This design comes from an exercise in tuning for small area on the open sky130 flow, not from production work.
Function was checked by simulation only, so behaviour that the tests miss may differ from the original.
Power figures rest on the tool's default switching activity, not on a simulated workload.

`flow/config.mk`:
```
export PLATFORM = sky130hd
export DESIGN_NAME = pipeTop
export DESIGN_NICKNAME = pipeTop
export VERILOG_FILES = /design/flow/design.v
export SDC_FILE = /design/flow/constraint.sdc
export NUM_CORES = 4
export LEC_CHECK = 0
export ABC_AREA = 1
export CAP_MARGIN = 5
export CORE_MARGIN = 2
export CORE_UTILIZATION = 45
export SLEW_MARGIN = 5
```
`flow/constraint.sdc`:
```
create_clock -name core_clock -period 5.0 [get_ports {CLK}]
set_input_delay 1.0000 -clock core_clock [delete_from_list [all_inputs] [get_ports {CLK}]]
set_output_delay 1.0000 -clock core_clock [all_outputs]
set_load 0.01 [all_outputs]
```
`flow/design.v`:
```
package pipePkg;
	localparam int DATA_W = 16;
	localparam int SI_W = 10;
	typedef logic [SI_W-1:0] sInstrT;
endpackage
`timescale 1ns/1ps
module apbHostPort
(
	input  logic        CLK,
	input  logic        PSEL,
	input  logic        PWRITE,
	input  logic [11:0] PADDR,
	input  logic [31:0] PWDATA,
	input  logic [5:0]  ph,
	input  logic        running,
	input  logic        pcDone,
	input  logic [1:0]  rfBits,
	output logic [31:0] PRDATA,
	output logic        PREADY,
	output logic        PSLVERR,
	output logic        regWe,
	output logic [1:0]  regWdata,
	output logic        imemWe,
	output logic        runStart
);
	logic       inImem;
	logic       inReg;
	logic       isCtrl;
	logic       isPc;
	logic       imemHit;
	logic       rdy;
	logic       done;
	logic       turn;
	logic [2:0] bph;
	logic [7:0] rdq [2];
	logic [1:0] rdIn;
	assign bph = ph[2:0];
	assign inImem = PADDR[11:8] == 4'h0;
	assign inReg  = PADDR[11:6] == 6'b000100;
	assign isCtrl = PADDR[11:2] == 10'h080;
	assign isPc   = PADDR[11:2] == 10'h081;
	assign PSLVERR = ~(inImem | inReg | isCtrl | (isPc & ~PWRITE));
	assign imemHit = ph[3:0] == {PADDR[2], PADDR[7:5]};
	always_comb
	begin
		if (PWRITE)
		begin
			if (inReg)
				rdy = (bph == 3'd7) & turn;
			else if (inImem)
				rdy = imemHit;
			else
				rdy = 1'b1;
		end
		else
			rdy = (bph == 3'd0) & turn;
	end
	assign PREADY = rdy;
	assign done   = PSEL & rdy;
	always_ff @(posedge CLK)
		turn <= PSEL & ~done & (turn | (bph == 3'd0));
	assign regWe    = PSEL & PWRITE & inReg;
	assign regWdata = PWDATA[2 * bph +: 2];
	assign imemWe   = done & PWRITE & inImem;
	assign runStart = done & PWRITE & isCtrl & PWDATA[0] & ~running;
	assign rdIn[0] = inReg ? rfBits[0]
		: (isCtrl & running & (bph == 3'd0)) | (isPc & pcDone & (bph == 3'd3));
	assign rdIn[1] = inReg & rfBits[1];
	for (genvar l = 0; l < 2; l++) begin : lane
		always_ff @(posedge CLK)
			rdq[l] <= {rdIn[l], rdq[l][7:1]};
		for (genvar k = 0; k < 8; k++) begin : bitk
			assign PRDATA[2 * k + l] = rdq[l][k];
		end
	end
	assign PRDATA[31:16] = '0;
endmodule
`timescale 1ns/1ps
module instrFetch
(
	input  logic                  CLK,
	input  logic [3:0]            wrPointEn,
	input  pipePkg::sInstrT       wrData,
	output pipePkg::sInstrT       rdData
);
	logic [63:0] ring [pipePkg::SI_W];
	for (genvar i = 0; i < pipePkg::SI_W; i++) begin : bitr
		assign rdData[i] = ring[i][63];
		for (genvar k = 0; k < 4; k++) begin : quarter
			always_ff @(posedge CLK)
				ring[i][16 * k +: 16] <= {ring[i][16 * k +: 15],
					wrPointEn[k] ? wrData[i] : ring[i][(16 * k + 63) % 64]};
		end
	end
endmodule
`timescale 1ns/1ps
module decodeRegFile
(
	input  logic       CLK,
	input  logic [3:0] rdIdx,
	input  logic       we,
	input  logic [3:0] wrIdx,
	input  logic [1:0] wrBits,
	output logic [1:0] rdBits
);
	logic [7:0] ring [16][2];
	logic [1:0] tap [16];
	for (genvar r = 0; r < 16; r++) begin : reg_r
		for (genvar l = 0; l < 2; l++) begin : lane
			assign tap[r][l] = ring[r][l][7];
			always_ff @(posedge CLK)
				ring[r][l] <= {ring[r][l][6:0], (we && wrIdx == 4'(r)) ? wrBits[l] : ring[r][l][7]};
		end
	end
	assign rdBits = tap[rdIdx];
endmodule
`timescale 1ns/1ps
module subtractStage
(
	input  logic [31:0]     word,
	output pipePkg::sInstrT sInstr
);
	logic any;
	assign any = word[31] | word[30] | word[29] | word[28];
	assign sInstr = {word[29] | word[28], word[30] | word[28], any ? word[7:4] : word[3:0], word[3:0]};
endmodule
`timescale 1ns/1ps
module addStage
(
	input  logic       CLK,
	input  logic [1:0] op,
	input  logic [2:0] bph,
	input  logic [1:0] x,
	output logic [1:0] sum
);
	logic c0, c1, ci, k0, k1, cq;
	assign c0 = (op == 2'd1) | ((op == 2'd2) & (bph == 3'd1)) | ((op == 2'd3) & (bph == 3'd0));
	assign c1 = (op == 2'd1) & (bph != 3'd0);
	assign ci = (bph != 3'd0) & cq;
	assign sum[0] = x[0] ^ c0 ^ ci;
	assign k0     = (x[0] & c0) | (x[0] & ci) | (c0 & ci);
	assign sum[1] = x[1] ^ c1 ^ k0;
	assign k1     = (x[1] & c1) | (x[1] & k0) | (c1 & k0);
	always_ff @(posedge CLK)
		cq <= k1;
endmodule
`timescale 1ns/1ps
module pipeTop
(
	input  logic        CLK,
	input  logic        RSTB,
	input  logic        PSEL,
	input  logic        PENABLE,
	input  logic        PWRITE,
	input  logic [11:0] PADDR,
	input  logic [31:0] PWDATA,
	output logic [31:0] PRDATA,
	output logic        PREADY,
	output logic        PSLVERR
);
	logic [5:0]      ph;
	logic [3:0]      slotHi;
	logic [1:0]      wrPoint;
	logic            running;
	logic            pcDone;
	logic            runStart;
	logic            runEnd;
	logic            execOn;
	logic            regWe;
	logic [1:0]      regWdata;
	logic            imemWe;
	logic [3:0]      imemPointWe;
	pipePkg::sInstrT imemWdata;
	pipePkg::sInstrT tapInstr;
	pipePkg::sInstrT nextInstr;
	pipePkg::sInstrT nextInstrD;
	pipePkg::sInstrT curInstr;
	logic [1:0]      rfBits;
	logic [1:0]      sum;
	logic            rfWe;
	logic [3:0]      rfRdIdx;
	logic [3:0]      rfWrIdx;
	logic [1:0]      rfWbits;
	always_ff @(posedge CLK or negedge RSTB)
	begin
		if (!RSTB)
			ph <= '0;
		else
			ph <= ph + 6'd1;
	end
	always_ff @(posedge CLK)
	begin
		if (runStart)
			slotHi <= 4'd15;
		else if (ph == 6'd63)
			slotHi <= slotHi + 4'd1;
	end
	assign runEnd = running & slotHi[3] & ~slotHi[0] & (ph == 6'd7);
	assign execOn = running & (slotHi != 4'd15) & ((slotHi != 4'd0) | (ph[5:3] != 3'd0));
	always_ff @(posedge CLK or negedge RSTB)
	begin
		if (!RSTB)
		begin
			running <= 1'b0;
			pcDone  <= 1'b0;
		end
		else
		begin
			if (runStart)
				running <= 1'b1;
			else if (runEnd)
				running <= 1'b0;
			if (runEnd)
				pcDone <= 1'b1;
		end
	end
	apbHostPort u_apbHostPort (
		.CLK, .PSEL, .PWRITE, .PADDR, .PWDATA,
		.ph, .running, .pcDone, .rfBits,
		.PRDATA, .PREADY, .PSLVERR,
		.regWe, .regWdata, .imemWe, .runStart
	);
	subtractStage u_subtractStage (.word(PWDATA), .sInstr(imemWdata));
	assign wrPoint = ph[5:4] - PADDR[4:3];
	for (genvar k = 0; k < 4; k++) begin : pwe
		assign imemPointWe[k] = imemWe & (wrPoint == 2'(k));
	end
	instrFetch u_instrFetch (
		.CLK, .wrPointEn(imemPointWe), .wrData(imemWdata), .rdData(tapInstr)
	);
	assign nextInstrD = (ph[2:0] == slotHi[2:0]) ? tapInstr : nextInstr;
	always_ff @(posedge CLK)
	begin
		nextInstr <= nextInstrD;
		if (ph[2:0] == 3'd7)
			curInstr <= nextInstrD;
	end
	addStage u_addStage (
		.CLK, .op(curInstr[9:8]), .bph(ph[2:0]), .x(rfBits), .sum
	);
	assign rfRdIdx = running ? curInstr[3:0] : PADDR[5:2];
	assign rfWrIdx = running ? curInstr[7:4] : PADDR[5:2];
	assign rfWe    = running ? execOn : regWe;
	assign rfWbits = running ? sum : regWdata;
	decodeRegFile u_decodeRegFile (
		.CLK, .rdIdx(rfRdIdx), .we(rfWe), .wrIdx(rfWrIdx), .wrBits(rfWbits), .rdBits(rfBits)
	);
endmodule
```
`flow/flow/run.sh`:
```
#!/bin/bash
# The standard layout with four changes:
#  - after the standard synthesis, the gates between the registers are
#    re-mapped by Yosys/ABC for area (registers untouched, see remap.ys);
#  - the constant-zero outputs PRDATA[31:16] share one tie cell
#    (remap.ys maps them to one, and the tie fanout repair is skipped);
#  - clock tree synthesis without dummy loads, with the leaf clusters of
#    flow/cts_args.txt;
#  - port buffers of the smallest buffer.
# Each tool's output goes to its own log in this folder.
set -euo pipefail
export CTS_ARGS="-sink_clustering_enable -repair_clock_nets -dont_use_dummy_load $(cat flow/cts_args.txt)"
export BUFFER_PORTS_ARGS="-buffer_cell sky130_fd_sc_hd__buf_1"
export SKIP_REPAIR_TIE_FANOUT=1
R=orfs/results/${FLOW_PLATFORM}/pipeTop/base
LIB=${FLOW_HOME}/platforms/${FLOW_PLATFORM}/lib/sky130_fd_sc_hd__tt_025C_1v80.lib
YOSYS=yosys
if [[ -x ${FLOW_HOME}/../tools/install/yosys/bin/yosys ]]; then YOSYS=${FLOW_HOME}/../tools/install/yosys/bin/yosys; fi
bash standard.sh synth > standard_synth.log 2>&1
cp $R/1_2_yosys.v standard_netlist.v
sed -e "s|@LIB@|$LIB|g" -e "s|@IN@|$PWD/standard_netlist.v|" -e "s|@OUT@|$PWD/remapped.v|" flow/remap.ys > remap_run.ys
$YOSYS -q -s remap_run.ys -l remap_yosys.log > /dev/null 2>&1
cp remapped.v $R/1_2_yosys.v
rm -f $R/1_synth.odb $R/1_synth.sdc
bash standard.sh > standard_flow.log 2>&1
```
`flow/flow/cts_args.txt`:
```
-buf_list sky130_fd_sc_hd__clkbuf_8 -sink_clustering_size 21 -sink_clustering_max_diameter 60
```
`flow/flow/remap.ys`:
```
# Re-map the combinational logic of the standard synthesis netlist for area.
# Flip-flop cells stay as they are (kept as black boxes), so every register
# keeps its name and cell type; only the gates between them are re-mapped.
read_liberty -ignore_miss_func @LIB@
blackbox sky130_fd_sc_hd__dfxtp_1 sky130_fd_sc_hd__edfxtp_1 sky130_fd_sc_hd__dfrtp_1 sky130_fd_sc_hd__dfstp_1 sky130_fd_sc_hd__dfxbp_1 sky130_fd_sc_hd__dfrbp_1
read_verilog @IN@
hierarchy -top pipeTop
flatten
opt -purge
abc -liberty @LIB@ -dont_use sky130_fd_sc_hd__lpflow_bleeder_1 -dont_use sky130_fd_sc_hd__lpflow_clkbufkapwr_1 -dont_use sky130_fd_sc_hd__lpflow_clkbufkapwr_16 -dont_use sky130_fd_sc_hd__lpflow_clkbufkapwr_2 -dont_use sky130_fd_sc_hd__lpflow_clkbufkapwr_4 -dont_use sky130_fd_sc_hd__lpflow_clkbufkapwr_8 -dont_use sky130_fd_sc_hd__lpflow_clkinvkapwr_1 -dont_use sky130_fd_sc_hd__lpflow_clkinvkapwr_16 -dont_use sky130_fd_sc_hd__lpflow_clkinvkapwr_2 -dont_use sky130_fd_sc_hd__lpflow_clkinvkapwr_4 -dont_use sky130_fd_sc_hd__lpflow_clkinvkapwr_8 -dont_use sky130_fd_sc_hd__lpflow_decapkapwr_12 -dont_use sky130_fd_sc_hd__lpflow_decapkapwr_3 -dont_use sky130_fd_sc_hd__lpflow_decapkapwr_4 -dont_use sky130_fd_sc_hd__lpflow_decapkapwr_6 -dont_use sky130_fd_sc_hd__lpflow_decapkapwr_8 -dont_use sky130_fd_sc_hd__lpflow_inputiso0n_1 -dont_use sky130_fd_sc_hd__lpflow_inputiso0p_1 -dont_use sky130_fd_sc_hd__lpflow_inputiso1n_1 -dont_use sky130_fd_sc_hd__lpflow_inputiso1p_1 -dont_use sky130_fd_sc_hd__lpflow_inputisolatch_1 -dont_use sky130_fd_sc_hd__lpflow_isobufsrc_1 -dont_use sky130_fd_sc_hd__lpflow_isobufsrc_16 -dont_use sky130_fd_sc_hd__lpflow_isobufsrc_2 -dont_use sky130_fd_sc_hd__lpflow_isobufsrc_4 -dont_use sky130_fd_sc_hd__lpflow_isobufsrc_8 -dont_use sky130_fd_sc_hd__lpflow_isobufsrckapwr_16 -dont_use sky130_fd_sc_hd__lpflow_lsbuf_lh_hl_isowell_tap_1 -dont_use sky130_fd_sc_hd__lpflow_lsbuf_lh_hl_isowell_tap_2 -dont_use sky130_fd_sc_hd__lpflow_lsbuf_lh_hl_isowell_tap_4 -dont_use sky130_fd_sc_hd__lpflow_lsbuf_lh_isowell_4 -dont_use sky130_fd_sc_hd__lpflow_lsbuf_lh_isowell_tap_1 -dont_use sky130_fd_sc_hd__lpflow_lsbuf_lh_isowell_tap_2 -dont_use sky130_fd_sc_hd__lpflow_lsbuf_lh_isowell_tap_4 -dont_use sky130_fd_sc_hd__probe_p_8 -dont_use sky130_fd_sc_hd__probec_p_8  -script "+strash;dch;map -a;"
opt_clean -purge
hilomap -singleton -hicell sky130_fd_sc_hd__conb_1 HI -locell sky130_fd_sc_hd__conb_1 LO
opt_clean -purge

opt_clean -purge
stat -liberty @LIB@
write_verilog -noattr -noexpr -nohex -nodec @OUT@
```
`flow/standard.sh`:
```
#!/bin/bash
# synth_recipe.tcl (not shown) runs the flow's synth.tcl, then flattens the netlist and writes it again
# the make line also repeats each setting of config.mk as NAME=value (left out here)
make -C /OpenROAD-flow-scripts/flow DESIGN_CONFIG=/design/flow/config.mk WORK_HOME=/design/flow/orfs CLKGATE_MAP_FILE= SYNTH_SCRIPT=/design/flow/synth_recipe.tcl "${@:-finish}"
```
==> notes.md <==
[layout make-up]
class	count	area, sq um
Antenna cell	1	2.50
Tap cell	607	759
Fill cell	3928	23500
Sequential cell	946	19100
Multi-Input combinational cell	379	1840
Inverter	44	165
Timing Repair Buffer	59	251
Clock buffer	52	716
[metrics by stage]
stage	hold slack (ns)	power [mW]
global placement	0.310	7.81
floorplan	0.310	7.78
CTS	0.256	10.7
global route	0.293	11.0
finish	0.295	10.6
detailed placement	0.312	7.82
[placed cells by master (no fill, tap or decap), drive strengths merged, types with 5 or more instances in the layout]
master,n
dfxtp,928
nor2,102
nand2,77
buf,59
a21oi,52
clkbuf,52
o21ai,48
clkinv,44
nand3,39
nand4,10
mux2,10
edfxtp,10
dfrtp,8
nor3,6
a22oi,5
[metal layers]
| metal | track usage (%) | share of wire, % | up-vias |
|---|---|---|---|
| met1 | 17.5 | 52 | 4113 |
| met4 | 4.68 | 2.5 | 2 |
| met2 | 18.0 | 40 | 163 |
| met5 | 0 | 0.045 | - |
| met3 | 2.91 | 5.0 | 56 |
| li1 | - | - | 4550 |
[sequential cells by signal, summed over array words and instances (netlist names)]
register / count
curInstr: 10
nextInstr: 10
pcDone: 1
ph: 6
running: 1
slotHi: 4
u_addStage.cq: 1
u_apbHostPort.rdq: 16
u_apbHostPort.turn: 1
u_decodeRegFile.ring: 256
u_instrFetch.ring: 640
[worst max path at each step]
stage               startpoint                           to  cells after the start
floorplan             PADDR[2]  u_decodeRegFile.ring[11][0]                     14
global placement      PADDR[2]  u_decodeRegFile.ring[21][0]                     16
detailed placement    PADDR[2]   u_decodeRegFile.ring[3][0]                     15
CTS                      ph[0]                       PREADY                      9
global route             ph[0]                       PREADY                      9
finish                   ph[0]                       PREADY                      9
[worst max-delay path, stage by stage (launching register included)]
cell	delay (ns)
dfrtp_1	0.49
clkinv_1	0.17
nor2_1	0.47
clkinv_1	0.24
nor2_1	0.18
clkinv_1	0.12
o311ai_0	0.35
nand2_1	0.09
o31ai_1	0.15
buf_1	0.21
[power by group through the flow]
stage	logic, mW	registers [mW]	clock network [mW]
final	0.0501	7.59	2.91
after global routing	0.0570	7.60	3.29
after CTS	0.0504	7.59	3.04
after detailed placement	0.0502	7.77	0
after global placement	0.0496	7.76	0
after floorplan	0.0230	7.76	0
==> out/metrics.cfg <==
[placed_design]
place_area_sq_um=22100
post-place-ws_ns=0.876
portBuffers=51
place_congestion=0.875
dp.cells=2035
dp_hpwl_um=18300

[floorplan]
die_h_um=220
core_sq_um=46400
ios=83
start_util_pct=45.5
rows=79
die_x_um=220
fp.dieArea_sq_um=48600

[grt]
grt_pass1_vias=8702
track_usage_pct=12.2
grt-ovfl-total=0
grt_first_pass_wirelength_um=45700
grt_antenna_before_repair=1
grt_max_degree=22

[worst_setup_path]
required_ns=4.00
worstPathMaxFanout=6
worstSetupEndpointType=output pin
r2r_end=u_instrFetch.ring[8][16]
r2r-start=ph[0]
r2r_setup_slack_ns=1.29
arrival_ns=3.09
r2r_cells=10
start_kind=flip-flop
criticalPathCategory=flip-flop to output pin

[drt]
vias=8884
drc_errors=0
routed_wl_um=28800
viasPerCell=4.25
wl_per_cell_um=13.8
drt_iter0_drc=557
ant_nets=0
detail_route.first_pass.iterations=5

[clocking]
post_cts_buffers=0
cts_sinks=946
ctsRootBufferMaster=clkbuf_8
cts_tree=yes
insertion_delay_ns=0.65
ctsHtreeMaxLevel=2
clk_path_buf_depth=3
cts_hold_repair.buffers=0
cts_resized=0
cts_buffers=52
clk_pin_slew_worst_paths_ns=0.11

[timing]
finalCriticalPeriod_ns=4.09
setup-violations-final=0
period_share_pct=81.7
fmax_mhz=245
slew_viol_final=0
skew_ns=0.0601
slew_headroom_pct=52.9
rsz0062_at_grt=no
worst_slack_ns=0.913
hold_viol=0
final.setup.tns_ns=0
worst_pin_slew_ns=0.701

[status]
status=timing/DRC/antenna clean

[finish]
fin_util_pct=49.2
area_growth_pct=8.23
finalInstanceArea_sq_um=22800
layout.nets=1531
fin_cells=2088
layout-drive-gt1-share_pct=5.07

[hold_path]
worst_hold_path.endpoint=u_decodeRegFile.ring[17][2]
holdPathStages=0
hp-class=flip-flop to flip-flop
min-delay-start=u_decodeRegFile.ring[17][1]

[pwr]
power_switching_mw=2.01
clockPowerShare_pct=27.6
power.share.sequential_pct=72.0
leakage_nw=8.83
swShare_pct=19.1
ir_drop_mv=0.355
cellPowerDensity_nw_per_um2=462
combPwrFrac_pct=0.5
p_int_mw=8.54

[logic_synthesis]
yosysWarnings=9
postSynthAreaPerCell_sq_um=15.4
syn_nets=1418
synth_area_sq_um=21100
synth_cells=1369

[flow_run]
max_cap_viol_count=0

-- port drivers added, routing unchanged --
How much do the figures lean on ideal ports? The routed layout below was timed once more, with nothing changed but the port constraints.
Step 1 (the two cells are an assumption about what drives the block):
set clk [get_ports {CLK}]
set_driving_cell -lib_cell sky130_fd_sc_hd__clkbuf_16 $clk
set_driving_cell -lib_cell sky130_fd_sc_hd__buf_2 [delete_from_list [all_inputs] $clk]
Step 2 adds t to the input delays and takes it off the output delays; t is the mean of the earliest and latest rising clock arrival at the registers after step 1. Input paths then give back, and output paths get back, about the clock's delay inside the block.
Slacks: no drivers / after step 1 / after step 2; pairs: no drivers / after step 1.
t, ns: 0.662
setup WS [ns]: 0.913 / 0.867 / 0.794
worst register clock-pin slew, ns: 0.12 / 0.12
After both steps setup and hold are still met in this run. For this run, drivers alone change the setup slack by -0.046 ns; drivers and shift together by -0.119 ns.
